Source: an optimization exercise on an open RTL-to-GDS flow (aim: small area, a short achievable clock period and few clock cycles per item). Production flows keep margins and buffers that such runs may drop. At most, simulation tests tie the RTL to the original design; equivalence was not proved. Only the layout flow was run in runs 3 to 8; the RTL was not checked for function there. No activity file was given, so power comes from the tool's default toggle rates.

**design/flow/design.v**
```verilog
package box_pkg;
  localparam int PX_W         = 8;
  localparam int WIN          = 3;
  localparam int LINE_BUFS    = WIN + 1;                 
  localparam int MAX_LINE_LEN = 16;
  localparam int LINE_ADDR_W  = $clog2( MAX_LINE_LEN );
  localparam int BUF_IDX_W    = $clog2( LINE_BUFS );
  localparam int SUM_W        = PX_W + 4;                
  typedef logic [PX_W - 1 : 0] px_t;
  typedef struct packed {
    px_t  tdata;
    logic tvalid;
    logic tlast;                                         
    logic tuser;                                         
  } stream_word_t;
  typedef struct packed {
    px_t [WIN - 1 : 0][WIN - 1 : 0] px;
    logic                           tvalid;
    logic                           tlast;
    logic                           tuser;
  } window_t;
  typedef struct packed {
    logic [SUM_W - 1 : 0] tdata;
    logic                 tvalid;
    logic                 tlast;
    logic                 tuser;
  } sum_word_t;
endpackage
`timescale 1ns/1ps
module box_filter_top
(
  input  logic         clk_i,
  input  logic         rst_i,
  input  box_pkg::stream_word_t video_i,
  output logic         video_ready_o,
  output box_pkg::sum_word_t    sum_o,
  input  logic         sum_ready_i
);
localparam int PW = box_pkg::PX_W;
localparam int SW = box_pkg::SUM_W;
localparam int ML = box_pkg::MAX_LINE_LEN;
localparam int VW = PW + 2;                              
logic                   rdy;                             
logic                   rdy_o;                           
logic                   acc;                             
logic [ML - 1 : 0]      n_oh;                            
logic [1 : 0]           n_row;                           
logic [1 : 0]           row_in;
logic [ML - 1 : 0]      col;                             
logic [ML - 1 : 0]      col_nx;                          
logic [ML - 1 : 0]      rd_sel;
logic [ML - 1 : 0][PW - 1 : 0] mem_hi;
logic [ML - 1 : 0][PW - 1 : 0] mem_lo;
logic [PW - 1 : 0]      rd_hi;
logic [PW - 1 : 0]      rd_lo;
logic [PW - 1 : 0]      pf_hi;                           
logic [PW - 1 : 0]      pf_lo;
logic                   y_v;
logic [PW - 1 : 0]      y_px;
logic [PW : 0]          y_hl;
logic                   y_last;
logic                   y_win;                           
logic                   y_first;                         
logic [VW - 1 : 0]      va;
logic [VW - 1 : 0]      vb;
logic [VW : 0]          w;
logic                   s_v;
logic                   s_last;
logic                   s_user;
logic                   z_v;
logic [SW - 1 : 0]      z_sum;
logic                   z_last;
logic                   z_user;
logic                   o_v;
logic [SW - 1 : 0]      o_sum;
logic                   o_last;
logic                   o_user;
logic                   k_v;
logic [SW - 1 : 0]      k_sum;
logic                   k_last;
logic                   k_user;
logic                   o_free;
assign video_ready_o = rdy_o;
assign acc           = rdy && video_i.tvalid;
assign row_in = video_i.tuser ? 2'd0 : n_row;
assign col    = video_i.tuser ? ML'( 1 ) : n_oh;
assign col_nx = video_i.tlast ? ML'( 1 ) : { col[ML - 2 : 0], 1'b0 };
always_ff @( posedge clk_i )
  if( acc )
    begin
      n_oh  <= col_nx;
      if( video_i.tlast )
        n_row <= ( row_in == 2'd3 ) ? 2'd3 : row_in + 1'b1;
      else
        n_row <= row_in;
    end
assign rd_sel = acc ? col_nx : n_oh;
always_comb
  begin
    rd_hi = '0;
    rd_lo = '0;
    for( int i = 0; i < ML; i++ )
      begin
        rd_hi = rd_hi | ( mem_hi[i] & {PW{rd_sel[i]}} );
        rd_lo = rd_lo | ( mem_lo[i] & {PW{rd_sel[i]}} );
      end
  end
always_ff @( posedge clk_i )
  begin
    pf_hi <= rd_hi;
    pf_lo <= rd_lo;
  end
for( genvar i = 0; i < ML; i++ )
  begin : g_mem
    always_ff @( posedge clk_i )
      if( acc && col[i] )
        begin
          mem_hi[i] <= video_i.tdata;
          mem_lo[i] <= mem_hi[i];
        end
  end
always_ff @( posedge clk_i, posedge rst_i )
  if( rst_i )
    y_v <= 1'b0;
  else
    if( rdy )
      y_v <= video_i.tvalid;
always_ff @( posedge clk_i )
  if( rdy )
    begin
      y_px    <= video_i.tdata;
      y_hl    <= ( PW + 1 )'( pf_hi ) + ( PW + 1 )'( pf_lo );
      y_last  <= video_i.tlast;
      y_win   <= !video_i.tuser && n_row[1] && !( n_oh[0] || n_oh[1] );
      y_first <= !video_i.tuser && ( n_row == 2'd2 ) && n_oh[2];
    end
always_ff @( posedge clk_i )
  if( rdy && y_v )
    begin
      va <= VW'( y_px ) + VW'( y_hl );
      vb <= va;
      w  <= ( VW + 1 )'( va ) + ( VW + 1 )'( vb );
    end
always_ff @( posedge clk_i, posedge rst_i )
  if( rst_i )
    s_v <= 1'b0;
  else
    if( rdy )
      s_v <= y_v && y_win;
always_ff @( posedge clk_i )
  if( rdy )
    begin
      s_last <= y_last;
      s_user <= y_first;
    end
always_ff @( posedge clk_i, posedge rst_i )
  if( rst_i )
    z_v <= 1'b0;
  else
    if( rdy )
      z_v <= s_v;
always_ff @( posedge clk_i )
  if( rdy )
    begin
      z_sum  <= SW'( va ) + SW'( w );
      z_last <= s_last;
      z_user <= s_user;
    end
assign o_free = !o_v || sum_ready_i;
always_ff @( posedge clk_i, posedge rst_i )
  if( rst_i )
    begin
      o_v   <= 1'b0;
      k_v   <= 1'b0;
      rdy   <= 1'b1;
      rdy_o <= 1'b1;
    end
  else
    begin
      if( o_free )
        o_v <= k_v || z_v;
      k_v   <= !o_free && ( k_v || z_v );
      rdy   <= o_free || !( k_v || z_v );
      rdy_o <= sum_ready_i || !( k_v || ( o_v && z_v ) );
    end
always_ff @( posedge clk_i )
  begin
    if( o_free )
      begin
        o_sum  <= k_v ? k_sum  : z_sum;
        o_last <= k_v ? k_last : z_last;
        o_user <= k_v ? k_user : z_user;
      end
    if( rdy )
      begin
        k_sum  <= z_sum;
        k_last <= z_last;
        k_user <= z_user;
      end
  end
assign sum_o = { o_sum, o_v, o_last, o_user };
endmodule
```
**design/flow/run.sh**
```bash
#!/bin/bash
# synth_recipe.tcl (not shown) runs the flow's synth.tcl, then flattens the netlist and writes it again
# the make line also repeats each setting of config.mk as NAME=value (left out here)
make -C /OpenROAD-flow-scripts/flow DESIGN_CONFIG=/design/flow/config.mk WORK_HOME=/design/flow/orfs CLKGATE_MAP_FILE= SYNTH_SCRIPT=/design/flow/synth_recipe.tcl finish
```
**design/flow/constraint.sdc**
```tcl
create_clock -name core_clock -period 4.0 [get_ports {clk_i}]
set_input_delay 0.8000 -clock core_clock [delete_from_list [all_inputs] [get_ports {clk_i}]]
set_output_delay 0.8000 -clock core_clock [all_outputs]
set_load 0.01 [all_outputs]
```
**design/flow/config.mk**
```make
export PLATFORM = sky130hd
export DESIGN_NAME = box_filter_top
export DESIGN_NICKNAME = box_filter_top
export VERILOG_FILES = /design/flow/design.v
export SDC_FILE = /design/flow/constraint.sdc
export NUM_CORES = 4
export LEC_CHECK = 0
export CAP_MARGIN = 20
export CORE_MARGIN = 2
export CORE_UTILIZATION = 40
export CTS_BUF_LIST = sky130_fd_sc_hd__clkbuf_16
export CTS_CLUSTER_DIAMETER = 60
export CTS_CLUSTER_SIZE = 20
export SETUP_SLACK_MARGIN = 2.0
export SLEW_MARGIN = 20
```
==> flow_summary.ini, run 1 <==
[outcome]
status = timing/DRC/antenna clean

[power]
vdd_drop_max_uv = 355
combPwrFrac = 0.207
seq_power_share = 0.495
swShare = 0.268
switchingPower_mw = 2.85
finalPower_mw = 10.6
pwr-share-clk = 0.298
p_per_area_nw_per_um2 = 579
leakage_nw = 6.39
p_int_mw = 7.78

[sta]
skew_ns = 0.0247
min_period_ns = 2.11
hold_viol_final = 0
tightest_slew_ns = 0.806
slew-limit-headroom = 0.461
post-route-period-util = 0.528
tns_ns = 0
setup_viol = 0
drv_slew = 0
max_freq_mhz = 474
rsz0062_at_grt = true

[drt]
drtPass1Iterations = 5
num_vias = 8189
routedWlPerCell_um = 24.6
vias_per_cell = 5.68
wl_um = 35500
antenna_left = 0
first_iter_violations = 745
drc = 0

[clock_network]
clk_pin_slew_worst_paths_ns = 0.08
cts_tree = yes
cts-htree-levels = 1
cts.sinks = 392
clock_latency_ns = 0.58
clock-root-buffer = clkbuf_16
holdBufCountCts = 0
clock_path_buffers = 3
cts_buffers = 30

[floorplanning]
core_um2 = 36800
die_w_um = 198
rows = 70
die_y_um = 198
dieArea_um2 = 39100
io_pins = 30
start_util = 0.408

[finish]
final_common_cell = edfxtp_1
seq_area_um2 = 11400
fillCellCount = 3011
area_growth_pct = 22.4
drive_above_1_share = 0.305
num_antenna_cells = 0
multi_input_area_um2 = 3980
fin_nets = 1005
layout_common_cells = 353 x edfxtp_1, 71 x a22o_1, 62 x a221oi_2

[global_routing]
gr-usage-all-layers = 0.183
antenna_found_initial = 0
grt_pass1_wl_um = 52600
grt_pass1_vias = 8204
grt_max_degree = 28
overflow = 0

[yosys]
netlist_top_cells_area = edfxtp_1 71%, a22o_1 4.6%, dfxtp_1 4.3%, a221oi_1 3.6%, ha_1 3.0%
synth_cell_types = 52
avgSynthCellArea_um2 = 17.7
async_reset_ff_frac = 0.0179
synth_cells = 850
synth_seq_cells = 392
netlist.area_leader.share = 0.706
synth_edf_count = 353
synthFlopType = edfxtp_1
syn-num-nets = 904
yosysWarnings = 1
ys_seq_area_frac = 0.761
synthesis.area_um2 = 15000
synth_top_area_cell = edfxtp_1

[critical_path]
end_kind = flip-flop
worstPathArrival_ns = 2.55
cp.required_ns = 4.44
criticalPathCategory = primary input to flip-flop
crit_fanout = 16
cp-start-kind = primary input

[job]
max_cap_violations = 0

[placed_design]
place.gp.congestion = 0.788
portBuffers = 29
dpl.hpwl_um = 19800

[min_path]
hold_path.class = flip-flop to flip-flop
## area by class of cell
type,instances,area share
Tap cell,468,0.0319
Clock buffer,30,0.0409
Timing Repair Buffer,105,0.0665
Multi-Input combinational cell,393,0.216
Clock inverter,25,0.0163
Sequential cell,392,0.622
Inverter,29,0.00613
## sequential cells by signal, indices dropped and copies added (netlist names), 8 cells and up
signal  cells
w          11
mem_hi    128
z_sum      12
o_sum      12
k_sum      12
y_hl        9
vb         10
mem_lo    128
pf_lo       8
n_oh       16
pf_hi       8
va         10
y_px        8
## per-layer routing
| metal | share of wire | track usage | vias up | routed length, µm |
|---|---|---|---|---|
| met5 | 0 | 0 | - | 0 |
| met3 | 0.064 | 0.0304 | 40 | 2280 |
| met4 | 0.022 | 0.0515 | 0 | 792 |
| li1 | - | - | 3661 | - |
| met1 | 0.45 | 0.259 | 4234 | 15900 |
| met2 | 0.47 | 0.294 | 254 | 16500 |
## synthesized netlist by cell type, types with 2 or more instances
| library cell | count |
|---|---|
| edfxtp_1 | 353 |
| a22o_1 | 79 |
| a221oi_1 | 62 |
| ha_1 | 36 |
| dfxtp_1 | 32 |
| inv_1 | 29 |
| nor2_1 | 26 |
| xnor2_1 | 23 |
| a21oi_1 | 21 |
| nand4_1 | 18 |
| and2_1 | 16 |
| buf_6 | 15 |
| mux2_2 | 15 |
| buf_2 | 14 |
| o21ai_0 | 13 |
| nand2_1 | 11 |
| nor2b_1 | 8 |
| buf_4 | 7 |
| nand3_1 | 7 |
| nor3_1 | 6 |
| dfrtp_1 | 5 |
| fa_1 | 4 |
| o211ai_1 | 4 |
| clkbuf_1 | 3 |
| o21a_1 | 3 |
| o41ai_1 | 3 |
| xor2_1 | 3 |
| a21o_1 | 2 |
| a221oi_2 | 2 |
| dfstp_2 | 2 |
| nand2b_1 | 2 |
| nor3b_1 | 2 |
| o2111ai_1 | 2 |
| o31a_1 | 2 |
| or2_2 | 2 |
| or4_1 | 2 |
## power by group through the flow
stage | Combinational [mW] | Sequential, mW | Clock [mW]
2_1_floorplan | 1.35 | 5.28 | 0
3_3_place_gp | 1.79 | 5.30 | 0
3_5_place_dp | 1.82 | 5.32 | 0
4_1_cts | 1.95 | 5.24 | 3.22
5_1_grt | 2.44 | 5.31 | 3.38
6_report | 2.21 | 5.26 | 3.17
## timing repair
| action | CTS | global route |
|---|---|---|
| pin swaps | 39 | 41 |
| gates resized for setup | 140 | 53 |
| setup endpoints to repair | 180 | 77 |
| buffers inserted | 31 | 16 |
| gates cloned | 12 | 0 |
## through the flow
stage	instances	instance area, µm²	setup slack, ns	hold slack (ns)	util
4_1_cts	1426	18100	1.88	0.426	0.491
2_1_floorplan	850	15500	1.77	0.400	-
3_3_place_gp	1328	16100	0.751	0.407	0.439
6_report	1442	18400	1.89	0.424	0.499
3_5_place_dp	1328	16100	0.701	0.407	0.439
5_1_grt	1442	18400	1.81	0.430	0.499
## path summary, 6_finish.rpt
kind,slack (ns),to,cells past startpoint,start
max,1.89,pf_lo[6],9,video_i[1]
min,0.42,s_last,0,y_last
max reg2reg,1.90,pf_lo[6],8,rdy
min reg2reg,0.42,s_last,0,y_last
max in group asynchronous,3.26,rdy_o,2,rst_i
min in group asynchronous,0.47,y_v,2,rst_i
## cell families after synthesis
logic type	after synthesis	share of synthesized area
flops	392	0.761
compound gates	202	0.110
simple gates	106	0.0391
buf+inv	68	0.0274
fa+ha+maj	40	0.0354
xor+xnor	26	0.0152
mux	16	0.0123
## worst max-delay path, cell delays in order
cell and delay [ns]:
clkdlybuf4s15_2 0.35, nor4bb_4 0.10, buf_6 0.16, buf_6 0.12, a22o_1 0.21, buf_12 0.17
a22o_1 0.24, a221oi_2 0.22, nand4_1 0.14
Testbench counts, summed over its fixed seeds: cycles 6,626, items 4,512.
==> run 2: changes to the inputs <==
--- a/design/flow/config.mk
+++ b/design/flow/config.mk
@@ -9,7 +9,7 @@
 export CORE_MARGIN = 2
 export CORE_UTILIZATION = 40
 export CTS_BUF_LIST = sky130_fd_sc_hd__clkbuf_16
-export CTS_CLUSTER_DIAMETER = 60
-export CTS_CLUSTER_SIZE = 20
+export CTS_CLUSTER_DIAMETER = 80
+export CTS_CLUSTER_SIZE = 28
 export SETUP_SLACK_MARGIN = 2.0
 export SLEW_MARGIN = 20
==> run 2 against run 1 <==
Against the previous run: count of clock-buffer cells in the layout shrank 9; global-route usage shrank 0.10 points; critical path depth shrank 1; utilization shrank 0.74 points; hold slack gained 0.0038 ns; first-iteration DRC count shrank 10%; sequential share of layout area grew 0.94 points.
==> flow_summary.ini, run 2 <==
[outcome]
status = timing/DRC/antenna clean

[power]
p_per_area_nw_per_um2 = 547
pwr-share-clk = 0.238
combPwrFrac = 0.231
p_int_mw = 7.22
switchingPower_mw = 2.69
seq_power_share = 0.532
leakage_nw = 6.24
swShare = 0.272
vdd_drop_max_uv = 288

[finish]
fillCellCount = 3030
num_antenna_cells = 0
area_growth_pct = 20.6
reg_top3 = mem_hi x128, mem_lo x128, n_oh x16
layout_common_cells = 353 x edfxtp_1, 70 x a22o_1, 60 x a221oi_2
final_common_cell = edfxtp_1
drive_above_1_share = 0.289
post-route-util = 0.492
fin_nets = 996

[yosys]
async_reset_ff_frac = 0.0179
synth_cell_types = 52
avgSynthCellArea_um2 = 17.7
synthFlopType = edfxtp_1
synth_most_common_cell = edfxtp_1
synth_edf_count = 353
syn-num-nets = 904
netlist_top_cells_area = edfxtp_1 71%, a22o_1 4.6%, dfxtp_1 4.3%, a221oi_1 3.6%, ha_1 3.0%
ys_seq_area_frac = 0.761
synth_seq_cells = 392
netlist.area_leader.share = 0.706
netlist_top_cells_count = 353 x edfxtp_1, 79 x a22o_1, 62 x a221oi_1
synthesis.area_um2 = 15000
synth_top_area_cell = edfxtp_1
yosysWarnings = 1
synth_cells = 850

[sta]
tightest_slew_ns = 0.785
hold_viol_final = 0
skew_ns = 0.0296
max_freq_mhz = 468
slew-limit-headroom = 0.475
drv_slew = 0
tns_ns = 0
min_period_ns = 2.14
setup_viol = 0
post-route-period-util = 0.534
setup_ws_ns = 1.86
rsz0062_at_grt = true

[drt]
antenna_left = 0
drc = 0
vias_per_cell = 5.68
num_vias = 8095
drtPass1Iterations = 5
first_iter_violations = 669
routedWlPerCell_um = 25.0
wl_um = 35600

[min_path]
min_delay_path_depth = 0
hold_path.class = flip-flop to flip-flop
hp-start = y_last
min_to = s_last

[floorplanning]
core_um2 = 36800
start_util = 0.408
rows = 70
io_pins = 30
dieArea_um2 = 39100
die_w_um = 198
die_y_um = 198

[clock_network]
cts_tree = yes
cts-htree-levels = 1
holdBufCountCts = 0
cts.sinks = 392
clk_pin_slew_worst_paths_ns = 0.10
clock_path_buffers = 3
clock_latency_ns = 0.54
cts_buffers = 20
clock-root-buffer = clkbuf_16

[critical_path]
r2r_slack_ns = 1.86
r2r-start = rdy
timing.rr.end = pf_lo[6]
r2r_cells = 8
end_kind = flip-flop
cp.required_ns = 4.40
criticalPathCategory = flip-flop to flip-flop
crit_fanout = 8
worstPathArrival_ns = 2.54
cp-start-kind = flip-flop

[global_routing]
overflow = 0
antenna_found_initial = 1
grt_max_degree = 30
grt_pass1_wl_um = 52300
gr-usage-all-layers = 0.182
grt_pass1_vias = 8177

[job]
max_cap_violations = 0

[placed_design]
place.gp.congestion = 0.788
portBuffers = 29
dpl.hpwl_um = 19800
place_ws_ns = 0.701
## run 2: cell counts after synthesis
Identical to the previous run, type by type.
## run 2: repair_timing
item                                    CTS  global route
endpoints found under the setup margin  330            73
buffers inserted                         36            12
resized for setup                       149            44
gates cloned                             11             1
pin swaps                                65            45
## run 2: area by class of cell
class | count | area [µm²] | share of cell area
clock buffer | 21 | 526 | 0.0290
clock inverter | 15 | 129 | 0.00712
inverter | 29 | 113 | 0.00622
multi-input combinational | 392 | 4030 | 0.223
sequential | 392 | 11400 | 0.631
tap | 468 | 586 | 0.0324
timing repair buffer | 107 | 1290 | 0.0712
## run 2: worst max path at each step
stage,startpoint,to,cells past startpoint
6_report,rdy,pf_lo[6],8
5_1_grt,rdy,pf_hi[3],8
4_1_cts,rdy,pf_lo[2],8
3_5_place_dp,video_i[0],pf_hi[2],7
3_3_place_gp,video_i[0],pf_hi[2],7
2_1_floorplan,rdy,mem_hi[10],5
## run 2: metrics by stage
stage	cells	instance area [µm²]	hold slack, ns	power (mW)
2_1_floorplan	850	15500	0.400	6.63
3_3_place_gp	1328	16100	0.407	7.10
3_5_place_dp	1328	16100	0.407	7.14
4_1_cts	1411	17800	0.431	9.70
5_1_grt	1424	18100	0.434	10.4
6_report	1424	18100	0.428	9.91
## run 2: cell families after synthesis
logic type,Yosys count,synth area share
flip-flops,392,0.761
AO/OA/AOI/OAI,202,0.110
AND/OR/NAND/NOR,106,0.0391
buffers and inverters,68,0.0274
adder cells (fa/ha/maj),40,0.0354
XOR/XNOR,26,0.0152
multiplexers,16,0.0123
## run 2: layer usage
layer	global-route usage	wire, µm	vias up
li1	-	-	3625
met1	0.257	16200	4152
met2	0.293	16300	267
met3	0.0326	2220	51
met4	0.0485	817	0
met5	0	0	-
## run 2: power groups by stage
stage | logic [mW] | clock network (mW) | registers, mW
6_report | 2.29 | 2.35 | 5.27
5_1_grt | 2.52 | 2.54 | 5.32
4_1_cts | 2.05 | 2.40 | 5.25
3_5_place_dp | 1.82 | 0 | 5.32
3_3_place_gp | 1.79 | 0 | 5.30
2_1_floorplan | 1.35 | 0 | 5.28
## run 2: worst max-delay path, stage by stage, from the launching register on
cell	delay [ns]
dfstp_4	0.53
nor4bb_4	0.17
buf_6	0.15
buf_6	0.12
a22o_4	0.27
buf_12	0.17
a22o_1	0.25
a221oi_2	0.22
nand4_1	0.12
==> run 3: changes to the inputs <==
--- a/design/flow/design.v
+++ b/design/flow/design.v
@@ -94,7 +94,7 @@
       else
         n_row <= row_in;
     end
-assign rd_sel = acc ? col_nx : n_oh;
+assign rd_sel = col_nx;
 always_comb
   begin
     rd_hi = '0;
@@ -106,10 +106,11 @@
       end
   end
 always_ff @( posedge clk_i )
-  begin
-    pf_hi <= rd_hi;
-    pf_lo <= rd_lo;
-  end
+  if( acc )
+    begin
+      pf_hi <= rd_hi;
+      pf_lo <= rd_lo;
+    end
 for( genvar i = 0; i < ML; i++ )
   begin : g_mem
     always_ff @( posedge clk_i )
==> run 3 against run 2 <==
Against the previous run: sequential power about the same; cell area down 2.2%; critical path depth down 2; utilization down 2.2 points.
==> flow_summary.ini, run 3 <==
[clock_network]
cts_buffers = 19
cts-htree-levels = 1
cts_tree = yes
cts.sinks = 392
clock_path_buffers = 3
clock-root-buffer = clkbuf_16
holdBufCountCts = 0
clock_latency_ns = 0.55
clk_pin_slew_worst_paths_ns = 0.11

[sta]
post-route-period-util = 0.520
skew_ns = 0.0256
max_freq_mhz = 481
min_period_ns = 2.08
tns_ns = 0
setup_viol = 0
tightest_slew_ns = 1.15
slew-limit-headroom = 0.232
hold_viol_final = 0
rsz0062_at_grt = true
drv_slew = 0

[floorplanning]
dieArea_um2 = 39900
die_w_um = 200
core_um2 = 37700
io_pins = 30
start_util = 0.407
rows = 71
die_y_um = 200

[critical_path]
r2r_slack_ns = 1.92
cp.required_ns = 4.28
crit_fanout = 6
r2r-start = n_oh[10]
cp-start-kind = flip-flop
cpPeakStageDelay_ns = 0.54
worstPathCellList = buf_4, a22o_1, a221oi_2, nand3_1, o21ai_2, a21oi_1
criticalPathCategory = flip-flop to flip-flop
worstPathArrival_ns = 2.36
end_kind = flip-flop
crit_buf_inv = 1
path_delay_family = compound AO/OA/AOI/OAI gates
cp-startpoint = n_oh[10]
worst_path_max_delay_cell = edfxtp_1
cp.depth = 6
timing.rr.end = pf_lo[2]
r2r_cells = 6

[min_path]
hp-start = s_last
min_to = z_last
hold_path.class = flip-flop to flip-flop
min_delay_path_depth = 0

[yosys]
syn-num-nets = 970
synth_cells = 916
ys_seq_area_frac = 0.766
yosysWarnings = 1
synthesis.area_um2 = 15300
synth_seq_cells = 392
synth_top_area_cell = edfxtp_1
netlist.area_leader.share = 0.754
synthFlopType = edfxtp_1
synth_edf_count = 385
synth_cell_types = 51
synth_most_common_cell = edfxtp_1
netlist_top_cells_count = 385 x edfxtp_1, 78 x a22oi_1, 48 x a21oi_1
netlist_top_cells_area = edfxtp_1 75%, a22oi_1 3.8%, ha_1 2.9%, a21oi_1 1.6%, and2_1 1.3%
avgSynthCellArea_um2 = 16.7
async_reset_ff_frac = 0.0179

[drt]
wl_um = 37400
first_iter_violations = 905
num_vias = 8714
vias_per_cell = 5.70
drtPass1Iterations = 5
routedWlPerCell_um = 24.5
drc = 0
antenna_left = 0

[finish]
multi_input_area_um2 = 3680
final_cells = 1530
seq_area_um2 = 11700
drive_above_1_share = 0.208
fin_nets = 1063
final_common_cell = edfxtp_1
layout_common_cells = 385 x edfxtp_1, 74 x a22oi_1, 66 x buf_4
num_antenna_cells = 0
fillCellCount = 3258
area_growth_pct = 15.5
reg_top3 = mem_hi x128, mem_lo x128, n_oh x16

[power]
pwr-share-clk = 0.245
p_int_mw = 6.83
switchingPower_mw = 2.38
combPwrFrac = 0.186
seq_power_share = 0.569
leakage_nw = 6.08
vdd_drop_max_uv = 261
swShare = 0.259
p_per_area_nw_per_um2 = 521

[global_routing]
grt_max_degree = 54
gr-usage-all-layers = 0.187
grt_pass1_vias = 8079
overflow = 0
antenna_found_initial = 0
grt_pass1_wl_um = 53600

[job]
max_cap_violations = 0

[outcome]
status = timing/DRC/antenna clean

[placed_design]
place.gp.congestion = 0.894
dp.cells = 1426
portBuffers = 29
dpl.hpwl_um = 23300
==> run 3: worst max-delay path by stage <==
stage	endpoint	slack [ns]
2_1_floorplan	mem_hi[56]	1.99
3_3_place_gp	mem_lo[26]	1.02
3_5_place_dp	mem_lo[56]	1.0
4_1_cts	pf_lo[5]	1.87
5_1_grt	z_sum[9]	1.89
6_report	pf_lo[2]	1.92
==> run 3: final cells by class <==
| class | count | share of cell area |
|---|---|---|
| Tap cell | 511 | 0.0361 |
| Inverter | 27 | 0.00615 |
| Timing Repair Buffer | 107 | 0.0529 |
| Clock buffer | 19 | 0.0269 |
| Clock inverter | 12 | 0.00643 |
| Multi-Input combinational cell | 461 | 0.208 |
| Sequential cell | 392 | 0.663 |
| Timing Repair inverter | 1 | 0.000424 |
==> run 3: power groups by stage <==
stage / clock [mW] / combinational (mW) / sequential [mW]
2_1_floorplan: 0 / 1.12 / 5.29
3_3_place_gp: 0 / 1.51 / 5.36
3_5_place_dp: 0 / 1.54 / 5.37
4_1_cts: 2.30 / 1.67 / 5.25
5_1_grt: 2.43 / 1.91 / 5.29
6_report: 2.26 / 1.72 / 5.24
==> run 3: routing by layer <==
layer / part of all wire / GRT usage / vias to the layer above
li1: - / - / 3782
met1: 0.43 / 0.266 / 4395
met2: 0.45 / 0.296 / 461
met3: 0.086 / 0.0339 / 76
met4: 0.034 / 0.0554 / 0
met5: 0 / 0 / -
==> run 3: cell families after synthesis <==
logic type      count (synthesis)  share of synthesized area
mux                            15                     0.0110
buf+inv                        69                     0.0189
flops                         392                      0.766
fa+ha+maj                      40                     0.0346
simple gates                  147                     0.0501
xor+xnor                       28                     0.0160
compound gates                225                      0.103
==> run 3: what timing repair did <==
| item | CTS | global route |
|---|---|---|
| cloned | 1 | 6 |
| buffers inserted | 54 | 12 |
| resized for setup | 75 | 50 |
| pin swaps | 19 | 25 |
| endpoints found under the hold margin | 0 | 0 |
| endpoints found under the setup margin | 341 | 256 |
==> run 3: worst register-to-register path, stage by stage (launching register included) <==
cell and delay (ns):
edfxtp_1 0.54, buf_4 0.20, a22o_1 0.22, a221oi_2 0.30, nand3_1 0.18, o21ai_2 0.27, a21oi_1 0.12
==> run 3: stage by stage <==
stage	power [mW]	hold WS (ns)	setup WS (ns)	utilization	instance area [µm²]
global placement	6.87	0.404	1.02	0.430	16200
finish	9.22	0.427	1.92	0.470	17700
floorplan	6.42	0.400	1.99	-	15400
global route	9.62	0.437	1.89	0.470	17700
CTS	9.22	0.429	1.87	0.463	17400
detailed placement	6.91	0.406	1.00	0.430	16200
==> run 4: changes to the inputs <==
--- a/design/flow/config.mk
+++ b/design/flow/config.mk
@@ -7,7 +7,7 @@
 export LEC_CHECK = 0
 export CAP_MARGIN = 20
 export CORE_MARGIN = 2
-export CORE_UTILIZATION = 40
+export CORE_UTILIZATION = 65
 export CTS_BUF_LIST = sky130_fd_sc_hd__clkbuf_16
 export CTS_CLUSTER_DIAMETER = 80
 export CTS_CLUSTER_SIZE = 28
==> run 4 against run 3 <==
Against the previous run: worst setup slack worse by 0.046 ns; global-route usage up 12 points; still clean on timing, DRC and antenna; first-iteration DRC count up 39%; cell area down 2.6%; clock power down 7%; via count down 0.20%; hold slack better by 0.0066 ns; largest cell class unchanged.
==> flow_summary.ini, run 4 <==
[outcome]
status = timing/DRC/antenna clean

[drt]
vias_per_cell = 6.61
first_iter_violations = 1261
wl_um = 37900
drtPass1Iterations = 6
antenna_left = 0
routedWlPerCell_um = 28.8
num_vias = 8697
drc = 0

[critical_path]
r2r-start = va[0]
crit_fanout = 3
timing.rr.end = w[9]
end_kind = flip-flop
r2r_cells = 9
worstPathArrival_ns = 2.40
cp-startpoint = va[0]
cp.required_ns = 4.28
r2r_slack_ns = 1.87
cp-start-kind = flip-flop
cp-endpoint = w[9]
criticalPathCategory = flip-flop to flip-flop

[floorplanning]
core_um2 = 23300
dieArea_um2 = 24800
io_pins = 30
start_util = 0.657
die_y_um = 158
rows = 56
die_w_um = 158

[sta]
min_period_ns = 2.13
finalHoldWorstSlack_ns = 0.434
post-route-period-util = 0.531
tightest_slew_ns = 1.17
tns_ns = 0
rsz0062_at_grt = true
max_freq_mhz = 470
setup_viol = 0
skew_ns = 0.0187
slew-limit-headroom = 0.221
hold_viol_final = 0
drv_slew = 0
setup_ws_ns = 1.87

[global_routing]
grt_pass1_vias = 8290
grt_max_degree = 40
grt_pass1_wl_um = 53600
gr-usage-all-layers = 0.307
overflow = 0
antenna_found_initial = 3

[yosys]
synth_cell_types = 51
netlist.area_leader.share = 0.754
synth_seq_cells = 392
ys_seq_area_frac = 0.766
netlist_top_cells_area = edfxtp_1 75%, a22oi_1 3.8%, ha_1 2.9%, a21oi_1 1.6%, and2_1 1.3%
netlist_top_cells_count = 385 x edfxtp_1, 78 x a22oi_1, 48 x a21oi_1
synth_edf_count = 385
synthesis.area_um2 = 15300
yosysWarnings = 1
synth_most_common_cell = edfxtp_1
synth_top_area_cell = edfxtp_1
syn-num-nets = 970
synth_cells = 916
synthFlopType = edfxtp_1
async_reset_ff_frac = 0.0179
avgSynthCellArea_um2 = 16.7

[placed_design]
place_ws_ns = 1.39
place.gp.congestion = 0.994
dpl.hpwl_um = 24100
dp.cells = 1230
portBuffers = 29

[clock_network]
clock_path_buffers = 3
clock-root-buffer = clkbuf_16
clk_pin_slew_worst_paths_ns = 0.10
cts_tree = yes
cts_buffers = 18
clock_latency_ns = 0.54
cts-htree-levels = 1
holdBufCountCts = 0
cts.sinks = 392

[min_path]
hold_path.class = flip-flop to flip-flop

[finish]
final_cells = 1316
post-route-util = 0.739
seq_area_um2 = 11700
fin_nets = 1042
layout_common_cells = 385 x edfxtp_1, 75 x a22oi_1, 45 x buf_4
multi_input_area_um2 = 3640
drive_above_1_share = 0.179
area_growth_pct = 12.5
reg_top3 = mem_hi x128, mem_lo x128, n_oh x16
fillCellCount = 1417
final_common_cell = edfxtp_1

[power]
vdd_drop_max_uv = 503
leakage_nw = 5.94
p_per_area_nw_per_um2 = 535

[job]
max_cap_violations = 0
## run 4: layout make-up
type / count / area share
Sequential cell: 392 / 0.681
Multi-Input combinational cell: 460 / 0.211
Timing Repair Buffer: 88 / 0.0475
Clock buffer: 19 / 0.0276
Tap cell: 319 / 0.0231
Inverter: 27 / 0.00609
Clock inverter: 9 / 0.00334
Timing Repair inverter: 1 / 0.000435
Antenna cell: 1 / 0.000145
## run 4: worst min-delay path by stage
stage / startpoint / end / slack (ns) / depth (start not counted)
after floorplan: y_last / s_last / 0.40 / 0
after global placement: s_user / z_user / 0.40 / 0
after detailed placement: y_first / s_user / 0.40 / 0
after CTS: y_first / s_user / 0.43 / 0
after global routing: y_first / s_user / 0.46 / 0
final: y_first / s_user / 0.43 / 0
## run 4: repair_timing
action                                 in CTS  in global routing
endpoints found under the hold margin       0                  0
pin swaps                                  15                 30
setup endpoints to repair                 377                304
setup buffers                              35                 14
gates cloned                                1                  7
resized for setup                          67                 38
## run 4: cell families (layout without fill, tap and decap cells)
logic type | Yosys count | in the layout | synth area share
mux | 15 | 15 | 0.0110
xor+xnor | 28 | 28 | 0.0160
simple gates | 147 | 152 | 0.0501
buf+inv | 69 | 144 | 0.0189
compound gates | 225 | 225 | 0.103
other cells | 0 | 1 | 0
flops | 392 | 392 | 0.766
fa+ha+maj | 40 | 40 | 0.0346
## run 4: routing by layer
layer | wire length, µm | vias up | global-route usage | share of wire
li1 | - | 3746 | - | -
met1 | 13500 | 4322 | 0.393 | 0.36
met2 | 19000 | 508 | 0.538 | 0.50
met3 | 3350 | 119 | 0.0465 | 0.088
met4 | 2000 | 2 | 0.113 | 0.053
met5 | 13 | - | 0 | 0.00034
## run 4: critical path: stages (launching register included)
cell,delay [ns]
edfxtp_1,0.45
buf_4,0.16
buf_6,0.11
ha_4,0.16
buf_4,0.14
a211oi_4,0.24
o211ai_1,0.14
a31o_1,0.26
a21oi_2,0.13
xnor2_1,0.09
## run 4: stage by stage
| stage | power, mW | instance area [µm²] |
|---|---|---|
| 6_report | 9.23 | 17200 |
| 5_1_grt | 9.57 | 17200 |
| 4_1_cts | 9.13 | 16900 |
| 3_5_place_dp | 7.01 | 15900 |
| 3_3_place_gp | 6.94 | 15900 |
| 2_1_floorplan | 6.42 | 15400 |
## run 4: power by group
group | internal (mW) | leakage [nW] | switching [mW]
logic | 0.830 | 1.90 | 1.03
clock network | 0.882 | 0.275 | 1.22
registers | 5.07 | 3.76 | 0.195
total | 6.78 | 5.94 | 2.45
==> run 5: changes to the inputs <==
--- a/design/flow/design.v
+++ b/design/flow/design.v
@@ -41,14 +41,17 @@
 localparam int ML = box_pkg::MAX_LINE_LEN;
 localparam int VW = PW + 2;                              
 logic                   rdy;                             
-logic                   rdy_o;                           
-logic                   acc;                             
+logic                   stall_o;                         
+logic                   go;                              
+logic                   x_v;
+logic [PW - 1 : 0]      x_px;
+logic                   x_last;
+logic                   x_user;
 logic [ML - 1 : 0]      n_oh;                            
 logic [1 : 0]           n_row;                           
-logic [1 : 0]           row_in;
+logic [1 : 0]           row;
 logic [ML - 1 : 0]      col;                             
 logic [ML - 1 : 0]      col_nx;                          
-logic [ML - 1 : 0]      rd_sel;
 logic [ML - 1 : 0][PW - 1 : 0] mem_hi;
 logic [ML - 1 : 0][PW - 1 : 0] mem_lo;
 logic [PW - 1 : 0]      rd_hi;
@@ -80,33 +83,46 @@
 logic                   k_last;
 logic                   k_user;
 logic                   o_free;
-assign video_ready_o = rdy_o;
-assign acc           = rdy && video_i.tvalid;
-assign row_in = video_i.tuser ? 2'd0 : n_row;
-assign col    = video_i.tuser ? ML'( 1 ) : n_oh;
-assign col_nx = video_i.tlast ? ML'( 1 ) : { col[ML - 2 : 0], 1'b0 };
-always_ff @( posedge clk_i )
-  if( acc )
+assign rdy           = !k_v;
+assign video_ready_o = !stall_o;
+assign go            = rdy && x_v;
+always_ff @( posedge clk_i, posedge rst_i )
+  if( rst_i )
+    x_v <= 1'b0;
+  else
+    if( rdy )
+      x_v <= video_i.tvalid;
+always_ff @( posedge clk_i )
+  if( rdy )
+    begin
+      x_px   <= video_i.tdata;
+      x_last <= video_i.tlast;
+      x_user <= video_i.tuser;
+    end
+assign row    = x_user ? 2'd0 : n_row;
+assign col    = x_user ? ML'( 1 ) : n_oh;
+assign col_nx = x_last ? ML'( 1 ) : { col[ML - 2 : 0], 1'b0 };
+always_ff @( posedge clk_i )
+  if( go )
     begin
       n_oh  <= col_nx;
-      if( video_i.tlast )
-        n_row <= ( row_in == 2'd3 ) ? 2'd3 : row_in + 1'b1;
+      if( x_last )
+        n_row <= ( row == 2'd3 ) ? 2'd3 : row + 1'b1;
       else
-        n_row <= row_in;
-    end
-assign rd_sel = col_nx;
+        n_row <= row;
+    end
 always_comb
   begin
     rd_hi = '0;
     rd_lo = '0;
     for( int i = 0; i < ML; i++ )
       begin
-        rd_hi = rd_hi | ( mem_hi[i] & {PW{rd_sel[i]}} );
-        rd_lo = rd_lo | ( mem_lo[i] & {PW{rd_sel[i]}} );
+        rd_hi = rd_hi | ( mem_hi[i] & {PW{col_nx[i]}} );
+        rd_lo = rd_lo | ( mem_lo[i] & {PW{col_nx[i]}} );
       end
   end
 always_ff @( posedge clk_i )
-  if( acc )
+  if( go )
     begin
       pf_hi <= rd_hi;
       pf_lo <= rd_lo;
@@ -114,9 +130,9 @@
 for( genvar i = 0; i < ML; i++ )
   begin : g_mem
     always_ff @( posedge clk_i )
-      if( acc && col[i] )
+      if( go && col[i] )
         begin
-          mem_hi[i] <= video_i.tdata;
+          mem_hi[i] <= x_px;
           mem_lo[i] <= mem_hi[i];
         end
   end
@@ -125,15 +141,15 @@
     y_v <= 1'b0;
   else
     if( rdy )
-      y_v <= video_i.tvalid;
-always_ff @( posedge clk_i )
-  if( rdy )
-    begin
-      y_px    <= video_i.tdata;
+      y_v <= x_v;
+always_ff @( posedge clk_i )
+  if( rdy )
+    begin
+      y_px    <= x_px;
       y_hl    <= ( PW + 1 )'( pf_hi ) + ( PW + 1 )'( pf_lo );
-      y_last  <= video_i.tlast;
-      y_win   <= !video_i.tuser && n_row[1] && !( n_oh[0] || n_oh[1] );
-      y_first <= !video_i.tuser && ( n_row == 2'd2 ) && n_oh[2];
+      y_last  <= x_last;
+      y_win   <= row[1] && !( col[0] || col[1] );
+      y_first <= ( row == 2'd2 ) && col[2];
     end
 always_ff @( posedge clk_i )
   if( rdy && y_v )
@@ -171,18 +187,16 @@
 always_ff @( posedge clk_i, posedge rst_i )
   if( rst_i )
     begin
-      o_v   <= 1'b0;
-      k_v   <= 1'b0;
-      rdy   <= 1'b1;
-      rdy_o <= 1'b1;
+      o_v     <= 1'b0;
+      k_v     <= 1'b0;
+      stall_o <= 1'b0;
     end
   else
     begin
       if( o_free )
         o_v <= k_v || z_v;
-      k_v   <= !o_free && ( k_v || z_v );
-      rdy   <= o_free || !( k_v || z_v );
-      rdy_o <= sum_ready_i || !( k_v || ( o_v && z_v ) );
+      k_v     <= !o_free && ( k_v || z_v );
+      stall_o <= !sum_ready_i && ( k_v || ( o_v && z_v ) );
     end
 always_ff @( posedge clk_i )
   begin
--- a/design/flow/config.mk
+++ b/design/flow/config.mk
@@ -7,7 +7,7 @@
 export LEC_CHECK = 0
 export CAP_MARGIN = 20
 export CORE_MARGIN = 2
-export CORE_UTILIZATION = 65
+export CORE_UTILIZATION = 40
 export CTS_BUF_LIST = sky130_fd_sc_hd__clkbuf_16
 export CTS_CLUSTER_DIAMETER = 80
 export CTS_CLUSTER_SIZE = 28
==> run 5 against run 4 <==
Against the previous run: global-route usage shrank 12 points; critical endpoint is now z_sum[10]; total power grew 2.2%; cell area grew 2.4%; combinational power shrank about 10%; cell count grew 14%; clock skew grew 0.016 ns; clock power grew 14%.
==> flow_summary.ini, run 5 <==
[finish]
multi_input_area_um2 = 3610
num_antenna_cells = 0
layout_common_cells = 381 x edfxtp_1, 60 x buf_4, 41 x a22oi_1
fin_nets = 1022
drive_above_1_share = 0.223
reg_top3 = mem_hi x128, mem_lo x128, n_oh x16
area_growth_pct = 14.2
seq_area_um2 = 11900
final_common_cell = edfxtp_1
fillCellCount = 3319

[clock_network]
clock_latency_ns = 0.55
clock-root-buffer = clkbuf_16
cts-htree-levels = 1
holdBufCountCts = 0
clk_pin_slew_worst_paths_ns = 0.10
cts_buffers = 20
cts_tree = yes
cts.sinks = 402
clock_path_buffers = 3

[drt]
routedWlPerCell_um = 25.5
drc = 0
vias_per_cell = 5.71
wl_um = 38100
num_vias = 8531
first_iter_violations = 1027
antenna_left = 0
drtPass1Iterations = 5

[critical_path]
r2r_cells = 8
r2r_slack_ns = 1.93
cp-start-kind = flip-flop
r2r-start = va[0]
end_kind = flip-flop
criticalPathCategory = flip-flop to flip-flop
crit_fanout = 3
timing.rr.end = z_sum[10]
worstPathArrival_ns = 2.35
cpPeakStageDelay_ns = 0.41
cp.required_ns = 4.28
worst_path_max_delay_cell = edfxtp_1
worstPathCellList = ha_2, inv_2, fa_2, nand2b_4, a21oi_4, o311a_1, mux2i_1, o2111ai_1

[sta]
setup_viol = 0
tightest_slew_ns = 1.08
setup_ws_ns = 1.93
post-route-period-util = 0.518
skew_ns = 0.0344
tns_ns = 0
min_period_ns = 2.07
slew-limit-headroom = 0.283
rsz0062_at_grt = true
drv_slew = 0
hold_viol_final = 0
finalHoldWorstSlack_ns = 0.428
max_freq_mhz = 483

[global_routing]
gr-usage-all-layers = 0.186
grt_pass1_vias = 8491
grt_pass1_wl_um = 55400
antenna_found_initial = 0
grt_max_degree = 48
overflow = 0

[power]
vdd_drop_max_uv = 356
finalPower_mw = 9.43
leakage_nw = 6.06
p_per_area_nw_per_um2 = 534

[yosys]
synth_cell_types = 57
netlist_top_cells_area = edfxtp_1 74%, ha_1 2.9%, a22oi_1 2.4%, a221oi_1 1.9%, dfxtp_1 1.8%
avgSynthCellArea_um2 = 17.4
yosysWarnings = 1
synth_seq_cells = 402
netlist.area_leader.share = 0.740
netlist_top_cells_count = 381 x edfxtp_1, 50 x a22oi_1, 36 x ha_1
ys_seq_area_frac = 0.769
async_reset_ff_frac = 0.0174
synthFlopType = edfxtp_1
synth_cells = 891
synth_most_common_cell = edfxtp_1
synth_edf_count = 381
synthesis.area_um2 = 15500
syn-num-nets = 945
synth_top_area_cell = edfxtp_1

[placed_design]
dpl.hpwl_um = 25000
portBuffers = 29
place_ws_ns = 1.65
place.gp.congestion = 1.00

[floorplanning]
die_w_um = 201
core_um2 = 38400
io_pins = 30
start_util = 0.403
rows = 72
dieArea_um2 = 40200
die_y_um = 201

[min_path]
hp-start = s_last
hold_path.class = flip-flop to flip-flop
min_delay_path_depth = 0
min_to = z_last

[job]
max_cap_violations = 0

[outcome]
status = timing/DRC/antenna clean
## run 5: cell count changes after synthesis, sizes merged, moves of 10 or more
cell	change
nand3	-16
a22o	+10
a221oi	+17
a21oi	-21
a22oi	-28
buf	+10
o21ai	-12
a31oi	+10
clkbuf	-11
dfxtp	+14
## run 5: cell type report
cell class,instances,area share
clock buffers,22,0.0312
clock inverters,8,0.00517
inverters,26,0.00595
multi-input cells,422,0.205
flip-flops and latches,402,0.674
well taps,518,0.0367
repair buffers,96,0.0426
## run 5: routing by layer
layer | wire length [µm] | global-route usage | share of wire | up-vias
li1 | - | - | - | 3693
met1 | 14400 | 0.231 | 0.38 | 4257
met2 | 18400 | 0.316 | 0.48 | 453
met3 | 2620 | 0.0237 | 0.069 | 128
met4 | 2720 | 0.103 | 0.071 | 0
met5 | 0 | 0 | 0 | -
## run 5: metrics by stage
| stage | instances | utilization | area (µm²) |
|---|---|---|---|
| 5_1_grt | 1494 | 0.460 | 17700 |
| 3_3_place_gp | 1407 | 0.425 | 16300 |
| 6_report | 1494 | 0.460 | 17700 |
| 4_1_cts | 1476 | 0.451 | 17300 |
| 2_1_floorplan | 891 | - | 15500 |
| 3_5_place_dp | 1407 | 0.425 | 16300 |
## run 5: power breakdown
part           switching [mW]  internal, mW  leakage [nW]  total, mW
clock network            1.36          1.04         0.319       2.40
logic                   0.899         0.776          1.90       1.67
registers               0.217          5.14          3.84       5.36
## run 5: worst max path at each step
stage                   from         to  slack (ns)  cells after the start
floorplan                k_v    n_oh[0]        1.81                      3
global placement    n_oh[14]   pf_hi[5]        1.64                      5
detailed placement    x_last   pf_lo[2]        1.65                      3
CTS                    va[0]  z_sum[10]        1.85                      8
global route           va[0]  z_sum[10]        1.77                      8
finish                 va[0]  z_sum[10]        1.93                      8
## run 5: critical path: cells and delay by family (launching register included)
family | cells | cell delay (ns)
buffers and inverters | 1 | 0.04
AOI/OAI and AO/OA | 3 | 0.46
and+or+nand+nor | 1 | 0.16
adders and majority gates | 2 | 0.54
DFF | 1 | 0.41
muxes | 1 | 0.21
## run 5: cell families (layout without fill, tap and decap cells)
family                   after synthesis  in the layout  share of synthesized area
AO/OA/AOI/OAI                        213            213                      0.106
XOR/XNOR                              27             27                     0.0153
adder cells (fa/ha/maj)               40             40                     0.0343
buffers and inverters                 67            152                     0.0206
flip-flops                           402            402                      0.769
multiplexers                          17             17                     0.0123
AND/OR/NAND/NOR                      125            125                     0.0418
## run 5: timing repair
action | CTS | global route
resized for setup | 65 | 54
pin swaps | 12 | 24
endpoints found under the setup margin | 247 | 53
cloned | 0 | 1
buffers inserted | 39 | 17
==> run 6: changes to the inputs <==
--- a/design/flow/config.mk
+++ b/design/flow/config.mk
@@ -11,5 +11,5 @@
 export CTS_BUF_LIST = sky130_fd_sc_hd__clkbuf_16
 export CTS_CLUSTER_DIAMETER = 80
 export CTS_CLUSTER_SIZE = 28
-export SETUP_SLACK_MARGIN = 2.0
+export SETUP_SLACK_MARGIN = 2.25
 export SLEW_MARGIN = 20
==> run 6 against run 5 <==
Against the previous run: total power fell by 0.32%; cell area is 4.4% higher; utilization increased by 2.0 points.
==> flow_summary.ini, run 6 <==
[drt]
num_vias = 8411
vias_per_cell = 5.54
drtPass1Iterations = 5
wl_um = 35200
antenna_left = 0
routedWlPerCell_um = 23.2
drc = 0
first_iter_violations = 654

[global_routing]
gr-usage-all-layers = 0.171
antenna_found_initial = 0
grt_pass1_wl_um = 51800
grt_pass1_vias = 8470
grt_max_degree = 48
overflow = 0

[power]
vdd_drop_max_uv = 340
leakage_nw = 6.32
p_per_area_nw_per_um2 = 510

[critical_path]
cp.depth = 8
worst_path_max_delay_cell = edfxtp_1
r2r_cells = 8
crit_fanout = 2
worstPathArrival_ns = 2.43
cp.required_ns = 4.28
crit_buf_inv = 1
path_delay_family = adder cells
cp-start-kind = flip-flop
cpPeakStageDelay_ns = 0.39
end_kind = flip-flop
criticalPathCategory = flip-flop to flip-flop
worstPathCellList = ha_2, inv_2, fa_2, nand2b_4, a21oi_4, o311a_1, mux2i_1, o2111ai_1

[placed_design]
place.gp.congestion = 0.804
dpl.hpwl_um = 20000
placed_area_um2 = 16300
place_ws_ns = 1.68
portBuffers = 29

[finish]
reg_top3 = mem_hi x128, mem_lo x128, n_oh x16
fin_nets = 1047
num_antenna_cells = 0
area_growth_pct = 19.2
final_common_cell = edfxtp_1
drive_above_1_share = 0.284
fin_area_um2 = 18400
post-route-util = 0.480
layout_common_cells = 381 x edfxtp_1, 49 x buf_4, 40 x a22oi_1

[yosys]
yosys.area_share.adder = 0.0343
async_reset_ff_frac = 0.0174
yosysWarnings = 1
syn-num-nets = 945
netlist.area_leader.share = 0.740
synth_xor_area_frac = 0.0153
synth_top_area_cell = edfxtp_1
synth_most_common_cell = edfxtp_1
netlist_top_cells_area = edfxtp_1 74%, ha_1 2.9%, a22oi_1 2.4%, a221oi_1 1.9%, dfxtp_1 1.8%
synth_cell_types = 57
synth_cells = 891
synth_seq_cells = 402
netlist_top_cells_count = 381 x edfxtp_1, 50 x a22oi_1, 36 x ha_1
yosys.area_share.simple = 0.0418
avgSynthCellArea_um2 = 17.4
synthMuxAreaShare = 0.0123
synth_edf_count = 381
ys_seq_area_frac = 0.769
synth_top_family_by_area = compound AO/OA/AOI/OAI gates
synthFlopType = edfxtp_1
synthesis.area_um2 = 15500
synth_compound_area_frac = 0.106

[floorplanning]
die_w_um = 201
die_y_um = 201
core_um2 = 38400
dieArea_um2 = 40200
rows = 72
io_pins = 30
start_util = 0.403

[clock_network]
clock-root-buffer = clkbuf_16
cts.sinks = 402
cts_buffers = 19
cts-htree-levels = 1
holdBufCountCts = 0
cts_tree = yes
clock_path_buffers = 3
clk_pin_slew_worst_paths_ns = 0.11
clock_latency_ns = 0.55

[sta]
min_period_ns = 2.14
rsz0062_at_grt = true
tightest_slew_ns = 0.786
skew_ns = 0.0167
slew-limit-headroom = 0.476
max_freq_mhz = 467
hold_viol_final = 0
tns_ns = 0
post-route-period-util = 0.536
setup_ws_ns = 1.86
drv_slew = 0
setup_viol = 0

[job]
max_cap_violations = 0

[min_path]
hold_path.class = flip-flop to flip-flop
min_delay_path_depth = 0

[outcome]
status = timing/DRC/antenna clean
[run 6: cell counts after synthesis]
Identical to the previous run, type by type.
[run 6: final timing paths]
check	startpoint	to	slack, ns
worst max-delay path	va[0]	z_sum[10]	1.86
worst min-delay path	y_last	s_last	0.43
worst max register to register	va[0]	z_sum[10]	1.86
worst min register to register	y_last	s_last	0.43
max in group asynchronous	rst_i	z_v	3.26
min in group asynchronous	rst_i	y_v	0.49
[run 6: metrics by stage]
| step | std cells | hold WS, ns | total power [mW] |
|---|---|---|---|
| 4_1_cts | 1488 | 0.432 | 9.33 |
| 6_report | 1518 | 0.434 | 9.40 |
| 3_5_place_dp | 1403 | 0.406 | 6.98 |
| 5_1_grt | 1518 | 0.450 | 9.82 |
| 3_3_place_gp | 1403 | 0.413 | 6.91 |
| 2_1_floorplan | 891 | 0.400 | 6.50 |
[run 6: cell type report]
type                            count  area, µm²
Timing Repair inverter              1       7.51
Fill cell                        3272      19900
Sequential cell                   402      11900
Timing Repair Buffer              119       1250
Clock buffer                       19        475
Multi-Input combinational cell    424       3970
Tap cell                          518        648
Inverter                           26        105
Clock inverter                      9       77.6
[run 6: report_power, final]
group,internal (mW),switching (mW)
clock network,0.900,1.31
registers,5.14,0.189
logic,0.897,0.965
[run 6: per-layer routing]
layer,vias to the layer above,share of wire,wire [µm],global-route usage
met3,51,0.061,2160,0.0269
met1,4326,0.40,14200,0.218
li1,3742,-,-,-
met5,-,0,0,0
met2,292,0.51,18000,0.303
met4,0,0.024,857,0.0450
[run 6: kinds of logic after synthesis]
logic type,Yosys count
AO/OA/AOI/OAI,213
XOR/XNOR,27
adder cells (fa/ha/maj),40
buffers and inverters,67
flip-flops,402
multiplexers,17
AND/OR/NAND/NOR,125
[run 6: repair_timing]
action / CTS / global route
setup buffers: 54 / 29
gates resized for setup: 154 / 51
pin swaps: 34 / 47
setup endpoints to repair: 386 / 289
endpoints found under the hold margin: 0 / 0
cloned: 3 / 1
==> run 7: changes to the inputs <==
--- a/design/flow/config.mk
+++ b/design/flow/config.mk
@@ -11,5 +11,5 @@
 export CTS_BUF_LIST = sky130_fd_sc_hd__clkbuf_16
 export CTS_CLUSTER_DIAMETER = 80
 export CTS_CLUSTER_SIZE = 28
-export SETUP_SLACK_MARGIN = 2.25
+export SETUP_SLACK_MARGIN = 1.8
 export SLEW_MARGIN = 20
==> run 7 against run 6 <==
Against the previous run: non-clock buffer count decreased by 44; hold slack about the same; cell count decreased by 3.1%; largest cell class unchanged.
==> flow_summary.ini, run 7 <==
[outcome]
status = timing/DRC/antenna clean

[drt]
antenna_left = 0
routedWlPerCell_um = 22.7
drc = 0
wl_um = 33400
drtPass1Iterations = 6
num_vias = 8072
first_iter_violations = 699
vias_per_cell = 5.49

[sta]
setup_viol = 0
skew_ns = 0.0309
tightest_slew_ns = 0.926
post-route-period-util = 0.540
tns_ns = 0
drv_slew = 0
rsz0062_at_grt = true
min_period_ns = 2.16
slew-limit-headroom = 0.380
max_freq_mhz = 463
hold_viol_final = 0
setup_ws_ns = 1.84

[critical_path]
cp.required_ns = 4.27
crit_fanout = 3
worstPathArrival_ns = 2.43
cp-start-kind = flip-flop
cp-endpoint = z_sum[10]
r2r-start = va[0]
timing.rr.end = z_sum[10]
criticalPathCategory = flip-flop to flip-flop
r2r_cells = 8
end_kind = flip-flop
r2r_slack_ns = 1.84
cp-startpoint = va[0]

[clock_network]
cts_tree = yes
clock-root-buffer = clkbuf_16
cts_buffers = 19
cts.sinks = 402
clock_path_buffers = 3
cts-htree-levels = 1
clk_pin_slew_worst_paths_ns = 0.11
clock_latency_ns = 0.55

[yosys]
synth_edf_count = 381
syn-num-nets = 945
yosysWarnings = 1
synth_cell_types = 57
synth_cells = 891
async_reset_ff_frac = 0.0174
netlist_top_cells_count = 381 x edfxtp_1, 50 x a22oi_1, 36 x ha_1
synth_seq_cells = 402
netlist.area_leader.share = 0.740
synthesis.area_um2 = 15500
synth_most_common_cell = edfxtp_1
ys_seq_area_frac = 0.769
avgSynthCellArea_um2 = 17.4
synth_top_area_cell = edfxtp_1
netlist_top_cells_area = edfxtp_1 74%, ha_1 2.9%, a22oi_1 2.4%, a221oi_1 1.9%, dfxtp_1 1.8%
synthFlopType = edfxtp_1

[job]
max_cap_violations = 0

[power]
finalPower_mw = 9.06
vdd_drop_max_uv = 278
pwr-share-clk = 0.242
combPwrFrac = 0.171
p_int_mw = 6.75
seq_power_share = 0.587
p_per_area_nw_per_um2 = 528
swShare = 0.255
leakage_nw = 5.89
switchingPower_mw = 2.31

[finish]
area_growth_pct = 11.0
post-route-util = 0.447
fin_nets = 1000
num_antenna_cells = 0
reg_top3 = mem_hi x128, mem_lo x128, n_oh x16
layout_common_cells = 381 x edfxtp_1, 50 x a22oi_1, 42 x buf_4
drive_above_1_share = 0.140
final_cells = 1471
final_common_cell = edfxtp_1

[global_routing]
gr-usage-all-layers = 0.165
overflow = 0
antenna_found_initial = 0
grt_pass1_vias = 8202
grt_pass1_wl_um = 50300
grt_max_degree = 48

[placed_design]
place.gp.congestion = 0.827
dp.cells = 1408
portBuffers = 29
place_ws_ns = 1.61
dpl.hpwl_um = 21000

[floorplanning]
io_pins = 30
die_y_um = 201
start_util = 0.403
die_w_um = 201
core_um2 = 38400
dieArea_um2 = 40200
rows = 72

[min_path]
hp-start = y_last
hold_path.class = flip-flop to flip-flop
## run 7: kinds of logic after synthesis
family,share of synthesized area
fa+ha+maj,0.0343
compound gates,0.106
mux,0.0123
xor+xnor,0.0153
flops,0.769
buf+inv,0.0206
simple gates,0.0418
## run 7: cell type report
class                           count  area, µm²
Clock buffer                       19        475
Clock inverter                      9       70.1
Fill cell                        3379      21200
Inverter                           26        105
Multi-Input combinational cell    422       3320
Sequential cell                   402      11900
Tap cell                          518        648
Timing Repair Buffer               75        657
## run 7: how the worst min path moves through the flow
stage	slack, ns	cells past startpoint	end
floorplan	0.40	0	s_last
global placement	0.41	0	s_last
detailed placement	0.40	0	s_last
CTS	0.44	0	s_last
global route	0.45	0	s_last
finish	0.43	0	s_last
## run 7: worst max-delay path: stages (launching register included)
cell and delay (ns):
edfxtp_1 0.39, ha_2 0.20, inv_1 0.05, fa_2 0.34
nand2b_4 0.17, a21oi_4 0.17, o311a_1 0.24, mux2i_1 0.21
o2111ai_1 0.13
## run 7: what timing repair did
| item | 4_1_cts | 5_1_grt |
|---|---|---|
| hold buffers | 0 | 0 |
| gates resized for setup | 25 | 7 |
| buffers inserted | 16 | 19 |
| setup endpoints to repair | 134 | 18 |
| pin swaps | 2 | 1 |
## run 7: routing by layer
layer / up-vias / share of wire / global-route usage / wire (µm)
li1: 3635 / - / - / -
met1: 4171 / 0.41 / 0.216 / 13800
met2: 224 / 0.51 / 0.291 / 17000
met3: 42 / 0.055 / 0.0244 / 1830
met4: 0 / 0.021 / 0.0378 / 712
met5: - / 0 / 0 / 0
## run 7: stage by stage
step | instance area, µm² | hold WS [ns]
finish | 17200 | 0.435
global route | 17200 | 0.450
CTS | 17000 | 0.439
detailed placement | 16300 | 0.405
global placement | 16300 | 0.407
floorplan | 15500 | 0.400
## run 7: power groups by stage
stage	Sequential [mW]	Clock [mW]	Combinational [mW]
5_1_grt	5.36	2.39	1.73
4_1_cts	5.34	2.26	1.52
6_report	5.32	2.19	1.55
3_3_place_gp	5.44	0	1.44
3_5_place_dp	5.46	0	1.49
2_1_floorplan	5.37	0	1.10
==> run 8: changes to the inputs <==
--- a/design/flow/config.mk
+++ b/design/flow/config.mk
@@ -9,7 +9,7 @@
 export CORE_MARGIN = 2
 export CORE_UTILIZATION = 40
 export CTS_BUF_LIST = sky130_fd_sc_hd__clkbuf_16
-export CTS_CLUSTER_DIAMETER = 80
-export CTS_CLUSTER_SIZE = 28
-export SETUP_SLACK_MARGIN = 1.8
+export CTS_CLUSTER_DIAMETER = 50
+export CTS_CLUSTER_SIZE = 20
+export SETUP_SLACK_MARGIN = 2.0
 export SLEW_MARGIN = 20
==> run 8 against run 7 <==
Against the previous run: largest cell class unchanged; sequential power rose by 0.8%; via count rose by 7.3%; area after synthesis did not move.
==> flow_summary.ini, run 8 <==
[critical_path]
crit_fanout = 3
end_kind = flip-flop
worstPathCellList = ha_2, inv_2, fa_2, nand2b_4, a21oi_4, o311a_1, mux2i_1, o2111ai_1
worst_path_max_delay_cell = edfxtp_1
cp-endpoint = z_sum[10]
r2r_slack_ns = 1.92
criticalPathCategory = flip-flop to flip-flop
r2r_cells = 8
path_delay_family = adder cells
cp.required_ns = 4.28
r2r-start = va[0]
cp-startpoint = va[0]
cp.depth = 8
timing.rr.end = z_sum[10]
cp-start-kind = flip-flop
cpPeakStageDelay_ns = 0.40
crit_buf_inv = 1
worstPathArrival_ns = 2.36

[floorplanning]
die_y_um = 201
core_um2 = 38400
die_w_um = 201
rows = 72
io_pins = 30
start_util = 0.403
dieArea_um2 = 40200

[outcome]
status = timing/DRC/antenna clean

[finish]
num_antenna_cells = 0
drive_above_1_share = 0.265
post-route-util = 0.478
reg_top3 = mem_hi x128, mem_lo x128, n_oh x16
fillCellCount = 3264
layout_common_cells = 381 x edfxtp_1, 62 x buf_4, 40 x a22oi_1
seq_area_um2 = 11900
multi_input_area_um2 = 3690
final_common_cell = edfxtp_1
fin_nets = 1042
area_growth_pct = 18.8

[power]
pwr-share-clk = 0.342
p_per_area_nw_per_um2 = 583
p_int_mw = 7.86
leakage_nw = 6.37
vdd_drop_max_uv = 431
swShare = 0.266
seq_power_share = 0.501
combPwrFrac = 0.157
switchingPower_mw = 2.84

[yosys]
async_reset_ff_frac = 0.0174
synth_compound_area_frac = 0.106
synth_xor_area_frac = 0.0153
netlist_top_cells_area = edfxtp_1 74%, ha_1 2.9%, a22oi_1 2.4%, a221oi_1 1.9%, dfxtp_1 1.8%
ys_seq_area_frac = 0.769
synth_most_common_cell = edfxtp_1
netlist.area_leader.share = 0.740
synth_top_family_by_area = compound AO/OA/AOI/OAI gates
synth_seq_cells = 402
yosys.area_share.adder = 0.0343
synth_cells = 891
synthMuxAreaShare = 0.0123
yosys.area_share.simple = 0.0418
avgSynthCellArea_um2 = 17.4
synth_edf_count = 381
syn-num-nets = 945
netlist_top_cells_count = 381 x edfxtp_1, 50 x a22oi_1, 36 x ha_1
synthesis.area_um2 = 15500
yosysWarnings = 1
synth_top_area_cell = edfxtp_1
synthFlopType = edfxtp_1
synth_cell_types = 57

[placed_design]
portBuffers = 29
place.gp.congestion = 1.00
dpl.hpwl_um = 25000

[clock_network]
cts_tree = yes
clock_latency_ns = 0.56
clk_pin_slew_worst_paths_ns = 0.07
cts.sinks = 402
cts-htree-levels = 2
clock_path_buffers = 3
cts_buffers = 37
clock-root-buffer = clkbuf_16

[sta]
min_period_ns = 2.08
setup_viol = 0
rsz0062_at_grt = true
skew_ns = 0.0448
slew-limit-headroom = 0.287
tns_ns = 0
post-route-period-util = 0.519
tightest_slew_ns = 1.07
max_freq_mhz = 482
hold_viol_final = 0
drv_slew = 0

[drt]
first_iter_violations = 969
routedWlPerCell_um = 25.3
wl_um = 38800
drc = 0
num_vias = 8660
antenna_left = 0
drtPass1Iterations = 5
vias_per_cell = 5.65

[min_path]
hold_path.class = flip-flop to flip-flop

[job]
max_cap_violations = 0

[global_routing]
gr-usage-all-layers = 0.190
antenna_found_initial = 1
grt_pass1_vias = 8697
grt_max_degree = 48
grt_pass1_wl_um = 56500
overflow = 0
run 8: worst min-delay path by stage:
stage / start / slack, ns / cells past startpoint / end
6_report: s_last / 0.42 / 0 / z_last
5_1_grt: y_last / 0.43 / 0 / s_last
4_1_cts: s_last / 0.42 / 0 / z_last
3_5_place_dp: s_last / 0.40 / 0 / z_last
3_3_place_gp: y_last / 0.41 / 0 / s_last
2_1_floorplan: y_last / 0.40 / 0 / s_last
run 8: per-stage QoR:
stage               hold WS [ns]  cell area [µm²]  instances  total power, mW  worst slack (ns)
global route               0.428            18400       1534             11.1              1.76
global placement           0.407            16300       1407             6.98              1.64
floorplan                  0.400            15500        891             6.48              1.81
finish                     0.420            18400       1534             10.7              1.92
detailed placement         0.405            16300       1407             7.00              1.65
CTS                        0.419            18000       1513             10.7              1.83
run 8: repair_timing:
action	4_1_cts	5_1_grt
setup endpoints to repair	249	56
gates cloned	0	1
setup buffers	39	20
pin swaps	10	22
hold buffers	0	0
resized for setup	68	69
run 8: power by group through the flow:
stage	combinational [mW]	clock (mW)	sequential, mW
final	1.68	3.65	5.36
after global routing	1.86	3.88	5.41
after CTS	1.59	3.72	5.38
after detailed placement	1.51	0	5.49
after global placement	1.49	0	5.49
after floorplan	1.10	0	5.37
run 8: layout make-up:
class | count | area share
tap | 518 | 0.0353
timing repair buffer | 99 | 0.0413
clock inverter | 28 | 0.0159
inverter | 26 | 0.00572
clock buffer | 39 | 0.0531
multi-input combinational | 422 | 0.201
sequential | 402 | 0.648
run 8: cells by family (layout without fill, tap and decap cells):
group / after synthesis / count (layout)
muxes: 17 / 17
and+or+nand+nor: 125 / 125
AOI/OAI and AO/OA: 213 / 213
buffers and inverters: 67 / 192
xor gates and xnor gates: 27 / 27
adders and majority gates: 40 / 40
DFF: 402 / 402
run 8: per-layer routing:
metal | global-route usage | share of wire | vias to the layer above
met1 | 0.233 | 0.37 | 4292
met4 | 0.108 | 0.068 | 2
li1 | - | - | 3767
met2 | 0.320 | 0.48 | 465
met5 | 0 | 0.00039 | -
met3 | 0.0344 | 0.077 | 134

## separate check: timing with driven ports
No port has a modelled driver above. Below, the same layouts with a new extraction and two added sets of constraints. Step 1 assumes that a clkbuf_16 drives the clock port and a buf_2 every other input. Step 2 moves the port delays by t, midway between the first and last clock arrival at a register: inputs arrive t later, outputs are due t later. That takes back most of the time a late clock gives input paths. Slacks: no drivers / after step 1 / after step 2; pairs: no drivers / after step 1.
run	t (ns)	setup slack, ns	worst register clock-pin slew, ns	worst data-port slew with drivers (ns)
run 1	0.623	1.889 / 1.897 / 1.290	0.08 / 0.08	0.04
run 2	0.576	1.862 / 1.862 / 1.372	0.11 / 0.11	0.04
run 3	0.587	1.920 / 1.920 / 1.463	0.11 / 0.11	0.04
run 4	0.579	1.874 / 1.874 / 1.447	0.12 / 0.12	0.04
run 5	0.591	1.930 / 1.930 / 1.725	0.11 / 0.11	0.04
run 6	0.593	1.857 / 1.857 / 1.857	0.11 / 0.11	0.04
run 7	0.586	1.839 / 1.839 / 1.690	0.11 / 0.11	0.07
run 8	0.591	1.924 / 1.924 / 1.718	0.08 / 0.08	0.04
After both steps setup and hold are still met in every run listed. The setup slack of run 1, which loses most, moves by +0.008 ns with the drivers and by -0.599 ns with both steps.
